Background: an optimization exercise with open tools, aiming at small area, a short achievable clock period and few clock cycles per item. Do not read the settings as production practice. In this exercise RTL edits were held to simulation tests only and were not proved equivalent to the original.

===== design/flow/constraint.sdc =====
create_clock -name core_clock -period 8.5 [get_ports {clock}]
set_input_delay 1.7000 -clock core_clock [delete_from_list [all_inputs] [get_ports {clock}]]
set_output_delay 1.7000 -clock core_clock [all_outputs]
set_load 0.01 [all_outputs]

===== design/flow/design.v =====
`default_nettype none
package dct_pkg;
    typedef logic signed [7:0]  sample_t;     
    typedef logic signed [15:0] word_t;       
    typedef logic        [8:0]  coeff_t;      
    typedef logic        [2:0]  coeff_sel_t;
    typedef logic        [4:0]  spad_addr_t;  
    typedef logic        [5:0]  step_t;
    typedef logic        [2:0]  bin_t;        
    typedef struct packed {
        logic       wr_from_mul;   
        logic       wr_en;
        logic       wr_out;        
        spad_addr_t wr_addr;
        coeff_sel_t coeff_sel;
        logic       op2_from_mul;
        logic       op1_from_mul;
        logic       neg_op2;
        logic       neg_op1;
        logic       latch_op1;
        logic       rd_spad;       
        spad_addr_t rd_addr;
    } ucode_t;
    typedef struct packed {
        logic  valid;
        bin_t  index;
        word_t data;
    } result_t;
endpackage
`default_nettype wire
`default_nettype none
module loeffler_dct_8 (
    input  wire logic    clock,
    input  wire logic    nreset,
    input  wire dct_pkg::sample_t fetch_data,
    output dct_pkg::bin_t         fetch_addr,
    output dct_pkg::result_t      result,
    output logic         frame_done
);
    localparam int T = 11;           
    localparam int OFF1 = 1;
    localparam int OFF2 = 3;
    localparam int OFF3 = 6;
    localparam int OFF4 = 11;
    localparam int OFFO = 14;        
    logic [3:0] ph;                  
    logic       run;                 
    always_ff @(posedge clock) begin
        if (nreset) begin
            ph  <= '0;
            run <= 1'b0;
        end else begin
            ph  <= (ph == 4'(T - 1)) ? 4'd0 : ph + 4'd1;
            if (ph == 4'(T - 1)) run <= 1'b1;
        end
    end
    assign frame_done = (ph == 4'(T - 1));
    always_comb begin
        case (ph)
            4'd0:    fetch_addr = 3'd0;
            4'd1:    fetch_addr = 3'd7;
            4'd2:    fetch_addr = 3'd3;
            4'd3:    fetch_addr = 3'd4;
            4'd4:    fetch_addr = 3'd1;
            4'd5:    fetch_addr = 3'd6;
            4'd6:    fetch_addr = 3'd2;
            default: fetch_addr = 3'd5;
        endcase
    end
    localparam logic [3:0] O1 = 4'(OFF1 % T);
    localparam logic [3:0] O2 = 4'(OFF2 % T);
    localparam logic [3:0] O3 = 4'(OFF3 % T);
    localparam logic [3:0] O4 = 4'(OFF4 % T);
    localparam logic [3:0] OO = 4'(OFFO % T);
    localparam logic [3:0] TT = 4'(T);
    wire [3:0] q1 = (ph >= O1) ? ph - O1 : ph + (TT - O1);
    wire [3:0] q2 = (ph >= O2) ? ph - O2 : ph + (TT - O2);
    wire [3:0] q3 = (ph >= O3) ? ph - O3 : ph + (TT - O3);
    wire [3:0] q4 = (ph >= O4) ? ph - O4 : ph + (TT - O4);
    wire [3:0] qo = (ph >= OO) ? ph - OO : ph + (TT - OO);
    wire signed [7:0] x = fetch_data;
    logic signed [8:0] f1;
    logic signed [8:0] r1;
    wire sec1 = !q1[3] && q1[0];
    wire signed [8:0] a1 = f1 + x;
    wire signed [8:0] b1 = f1 - x;
    always_ff @(posedge clock) begin
        f1 <= sec1 ? b1 : 9'(x);
        r1 <= sec1 ? a1 : f1;
    end
    wire signed [8:0] v2 = r1;
    wire sec2  = !q2[3] && q2[1];
    wire rota2 = !q2[3] && !q2[2] && q2[0];
    wire rotb2 = !q2[3] &&  q2[2] && q2[0];
    wire swp2  = (q2 == 4'd3);
    wire signed [17:0] m71  = (18'(v2) <<< 6) + (18'(v2) <<< 3) - 18'(v2);
    wire signed [17:0] m213 = m71 + (m71 <<< 1);
    wire signed [17:0] m142 = m71 <<< 1;
    wire signed [17:0] m5   = (18'(v2) <<< 2) + 18'(v2);
    wire signed [17:0] m251 = (18'(v2) <<< 8) - m5;
    wire signed [17:0] m50  = (m5 <<< 3) + (m5 <<< 1);
    logic signed [8:0] pa2, pb2;
    always_comb begin
        if (rota2) begin
            pa2 = m213[16:8];
            pb2 = m142[16:8];
        end else if (rotb2) begin
            pa2 = m251[16:8];
            pb2 = m50[16:8];
        end else begin
            pa2 = v2;
            pb2 = v2;
        end
    end
    logic signed [9:0] f2 [2];
    logic signed [8:0] w2;
    logic signed [9:0] r2;
    wire signed [9:0] fa2 = f2[1];
    wire signed [9:0] pb2f = (sec2 && q2[0]) ? 10'(w2) : fa2;
    wire signed [9:0] a2 = pa2 + pb2f;
    wire signed [9:0] b2 = fa2 - pb2;
    always_ff @(posedge clock) begin
        f2[1] <= f2[0];
        f2[0] <= sec2 ? (swp2 ? a2 : b2) : 10'(pa2);
        if (!sec2 && q2[0]) w2 <= pb2;
        r2 <= sec2 ? (swp2 ? b2 : a2) : fa2;
    end
    wire signed [9:0] v3 = r2;
    wire sec3 = !q3[3] && q3[2];
    wire m91s = !q3[3] && (q3[1:0] == 2'd0);
    wire rot3 = !q3[3] && (q3[1:0] == 2'd2);
    wire signed [19:0] n3   = (20'(v3) <<< 1) + 20'(v3);
    wire signed [19:0] n11  = (20'(v3) <<< 3) + n3;
    wire signed [19:0] n139 = (20'(v3) <<< 7) + n11;
    wire signed [19:0] n91  = (n11 <<< 3) + n3;
    wire signed [19:0] n334 = (n139 <<< 1) + (20'(v3) <<< 6) - (20'(v3) <<< 3);
    logic signed [9:0]  pa3;
    logic signed [10:0] pb3;
    always_comb begin
        if (m91s) begin
            pa3 = 10'($signed(n91[16:8]));
            pb3 = 11'($signed(n91[16:8]));
        end else if (rot3) begin
            pa3 = n139[17:8];
            pb3 = n334[18:8];
        end else begin
            pa3 = v3;
            pb3 = 11'(v3);
        end
    end
    logic signed [10:0] f3 [4];
    logic signed [10:0] w3;
    logic signed [10:0] r3;
    wire signed [10:0] fa3 = f3[3];
    wire signed [10:0] pb3f = (q3 == 4'd6) ? w3 : fa3;
    wire signed [10:0] a3 = pa3 + pb3f;
    wire signed [10:0] b3 = fa3 - pb3;
    always_ff @(posedge clock) begin
        f3[3] <= f3[2];
        f3[2] <= f3[1];
        f3[1] <= f3[0];
        f3[0] <= sec3 ? b3 : 11'(pa3);
        if (q3 == 4'd2) w3 <= pb3;
        r3 <= sec3 ? a3 : fa3;
    end
    wire signed [10:0] v4 = r3;
    wire sec4 = !q4[3] && q4[1];
    wire id4  = !q4[3] && !q4[2] && q4[0];
    wire m362 = !q4[3] &&  q4[2] && q4[0];
    wire signed [20:0] k5   = (21'(v4) <<< 2) + 21'(v4);
    wire signed [20:0] k181 = (k5 <<< 5) + (k5 <<< 2) + 21'(v4);
    wire signed [10:0] pa4 = m362 ? k181[17:7] : v4;
    wire signed [10:0] pb4 = id4 ? v4 : 11'sd0;
    logic signed [11:0] f4 [2];
    logic signed [11:0] r4;
    wire signed [11:0] fa4 = f4[1];
    wire signed [11:0] pb4f = (q4 == 4'd3) ? fa4 : 12'sd0;
    wire signed [11:0] a4 = pa4 + pb4f;
    wire signed [11:0] b4 = fa4 - pb4;
    always_ff @(posedge clock) begin
        f4[1] <= f4[0];
        f4[0] <= sec4 ? b4 : 12'(pa4);
        r4 <= sec4 ? a4 : fa4;
    end
    logic [2:0] oidx;
    always_comb begin
        case (qo[2:0])
            3'd0:    oidx = 3'd2;
            3'd1:    oidx = 3'd1;
            3'd2:    oidx = 3'd0;
            3'd3:    oidx = 3'd7;
            3'd4:    oidx = 3'd6;
            3'd5:    oidx = 3'd5;
            3'd6:    oidx = 3'd4;
            default: oidx = 3'd3;
        endcase
    end
    assign result.valid = run && !qo[3];
    assign result.index = oidx;
    assign result.data  = 16'(r4);
endmodule
`default_nettype wire

===== design/flow/config.mk =====
export PLATFORM = sky130hd
export DESIGN_NAME = loeffler_dct_8
export DESIGN_NICKNAME = loeffler_dct_8
export VERILOG_FILES = /design/flow/design.v
export SDC_FILE = /design/flow/constraint.sdc
export NUM_CORES = 4
export LEC_CHECK = 0
export CAP_MARGIN = 20
export CORE_MARGIN = 2
export CORE_UTILIZATION = 40
export SLEW_MARGIN = 20

===== design/flow/run.sh =====
#!/bin/bash
# synth_recipe.tcl (not shown) runs the flow's synth.tcl, then flattens the netlist and writes it again
# the make line also repeats each setting of config.mk as NAME=value (left out here)
make -C /OpenROAD-flow-scripts/flow DESIGN_CONFIG=/design/flow/config.mk WORK_HOME=/design/flow/orfs CLKGATE_MAP_FILE= SYNTH_SCRIPT=/design/flow/synth_recipe.tcl finish

==> run notes <==
==> cell type report <==
| type | count | area (µm²) | share of cell area (%) |
|---|---|---|---|
| well taps | 511 | 639.4 | 3.803 |
| multi-input cells | 1441 | 11040 | 65.70 |
| clock buffers | 19 | 442.9 | 2.635 |
| flip-flops and latches | 164 | 3488 | 20.75 |
| inverters | 157 | 589.3 | 3.506 |
| repair buffers | 47 | 435.4 | 2.590 |
| clock inverters | 13 | 171.4 | 1.020 |
==> per-stage QoR <==
step | hold slack (ps) | instances
finish | 318.1 | 2352
detailed placement | 312.1 | 2318
global route | 324.5 | 2352
CTS | 317.2 | 2350
global placement | 310.0 | 2318
floorplan | 309.6 | 1812
==> cell usage in the layout, fill, tap and decap left out, drive strengths merged, types with 33 or more instances in the layout <==
cell / n
o21bai: 36
mux2: 35
inv: 161
xnor2: 102
o21ai: 133
nand2: 144
a21o: 46
fa: 37
ha: 229
dfxtp: 144
clkdlybuf4s50: 33
a21oi: 132
xor2: 51
nor2: 134
==> worst reg2reg max path: cells and delay by family, from the launching register on <==
kind / cells / cell delay, ps
buffers and inverters: 3 / 310
adder cells (fa/ha/maj): 7 / 2310
AND/OR/NAND/NOR: 9 / 1710
multiplexers: 1 / 130
XOR/XNOR: 4 / 690
AO/OA/AOI/OAI: 15 / 2370
flip-flops: 1 / 400
==> what timing repair did <==
| action | CTS | global route |
|---|---|---|
| gates resized for setup | 0 | 9 |
| hold endpoints to repair | 0 | 0 |
| endpoints found under the setup margin | 0 | 1 |
| setup buffers | 0 | 2 |
==> sequential cells by signal (all words and copies together) (netlist names) <==
| name | flops |
|---|---|
| f3 | 44 |
| r3 | 11 |
| r2 | 10 |
| r1 | 9 |
| f4 | 24 |
| r4 | 12 |
| w2 | 9 |
| ph | 4 |
| w3 | 11 |
| f1 | 9 |
| run | 1 |
| f2 | 20 |
==> worst paths after layout <==
| kind | startpoint | to | slack (ps) |
|---|---|---|---|
| hold / removal | f3[1][4] | f3[2][4] | 320 |
| hold reg to reg | f3[1][4] | f3[2][4] | 320 |
| setup / recovery | r2[1] | f3[0][10] | 530 |
| setup reg to reg | r2[1] | f3[0][10] | 530 |
==> Yosys cell counts, types with 35 or more instances <==
master and instances:
xor2_1 51, o21ai_0 124, a21oi_1 132, dfxtp_1 144, o21bai_1 35, nor2_1 134
clkbuf_1 38, nand2_1 144, ha_1 229, xnor2_1 102, a21o_1 45, mux2_2 35
inv_1 156, fa_1 37
==> kinds of logic (layout without fill, tap and decap cells) <==
kind of cell	after synthesis	in the layout	synth area share [%]
and+or+nand+nor	465	465	14.56
DFF	164	164	22.75
muxes	53	53	3.752
xor gates and xnor gates	153	153	8.754
buffers and inverters	207	236	5.296
AOI/OAI and AO/OA	504	504	21.33
adders and majority gates	266	266	23.56
==> per-layer routing <==
metal  vias to the layer above  track usage (%)  routed length (µm)
li1                       6430                -                   -
met2                       182            31.62               16740
met3                        50            2.245                 818
met4                         0            6.968                1028
met1                      5838            23.85               16860
met5                         -                0                   0
==> results.json <==
{
  "outcome": "complete, no violations",
  "die-area_um2": 39850,
  "io-pin-count": 34,
  "initial_core_util_pct": 40.64,
  "synth_async_sr_flop_share_pct": 0,
  "grt_pass1_wl_mm": 59.57,
  "syn2layout_area_growth_pct": 9.816,
  "rows": 71,
  "setup_viol_count_final": 0,
  "root_buffer": "clkbuf_16",
  "fin_crit_sh_pct": 93.74,
  "hold_class": "reg -> reg",
  "fillers": 3765,
  "synth.avg_cell_area_um2": 8.448,
  "wl_per_cell_um": 15.07,
  "track_usage_pct": 18.52,
  "crit_path_frequent_cell": "ha_1",
  "die_h_um": 199.6,
  "final-hold-violation-count": 0,
  "antenna_found_initial": 0,
  "drive_gt1_share_pct": 6.681,
  "synth.distinct_cells": 91,
  "synth_area_leaders": "dfxtp_1, ha_1, xnor2_1",
  "ys_warn_count": 4,
  "portBuffers": 33,
  "synthCells": 1812,
  "reg2reg_depth": 39,
  "synth_seq_cells": 164,
  "fin_area_um2": 16810,
  "gp_congestion": 0.8778,
  "worst-path-stages": 39,
  "drtIter0Drc": 502,
  "worst_pin_slew_ps": 1026,
  "layout.nets": 2104,
  "path_max_fanout": 11,
  "hpwl_mm": 28.02,
  "cts_tree": "built",
  "drt_wl_total_mm": 35.45,
  "path_class": "reg -> reg",
  "core-area_um2": 37670,
  "drc": 0,
  "via_count": 12500,
  "numCtsBuffers": 17,
  "max_slew_margin_pct": 31.35,
  "synth_ff_type": "dfxtp_1",
  "cpLargestDelayFamily": "compound AO/OA/AOI/OAI gates",
  "hold_depth": 0,
  "ys_seq_area_share_pct": 22.75,
  "dp_slack_ps": 131.5,
  "cts_hold_buf": 0,
  "critPathLaunchType": "register",
  "final.setup.worst_slack_ps": 531.8,
  "fmax_mhz": 125.5,
  "cts_max_level": 4,
  "die_x_um": 199.6,
  "ant_nets": 0,
  "clk_path_buf_depth": 2,
  "clk_pin_slew_ps": 80,
  "drv_cap": 0,
  "grt_max_degree": 32,
  "antenna_cells": 0,
  "report.final.slew_viol_count": 0,
  "fin_skew_ps": 17.38,
  "tns_ps": 0,
  "synthesis.area_um2": 15310,
  "globalRouteOverflowTotal": 0,
  "critical_path_arrival_ps": 8360,
  "slowest_delay_ps": 450,
  "firstDrtPassIters": 5,
  "cp_slowest_cell": "fa_1",
  "final_util_pct": 44.63,
  "clock-sinks": 164,
  "synth_nets": 2088,
  "synth_edf_count": 20,
  "worstPathRequired_ps": 8890,
  "critPathBufInv": 3,
  "worstSkewPairLatency_ps": 460,
  "vias_per_cell": 5.315,
  "yosysTopAreaCell": "dfxtp_1",
  "place_area_um2": 16150,
  "grt_pass1_vias": 12080,
  "synth_top_area_share_pct": 18.83,
  "period_needed_ps": 7968,
  "setup.worst_path.end_class": "register"
}
Testbench counts, summed over its fixed seeds: cycles 4,312, frames 384.

[what the ideal ports hide]
The results above use ideal ports. As a check the final layout listed here was re-extracted and re-timed, cells and wires unchanged.
Step 1, drivers: a clkbuf_16 drives clock and a buf_2 each remaining input, both assumed.
Step 2 also shifts input and output timing later by t, the mid clock arrival at the registers, as if the neighbouring blocks saw the same clock.
Slacks: ideal / step 1 / step 2; pairs: ideal / step 1.
t (ns): 0.496
slack for setup (ns): 0.532 / 0.532 / 0.532
latest minus earliest clock arrival (ns): 0.017 / 0.018
cell pins on the clock port's net: 1
After both steps setup and hold are still met in this run. The setup slack of this run moves by 0.000 ns with the drivers and by 0.000 ns with both steps.
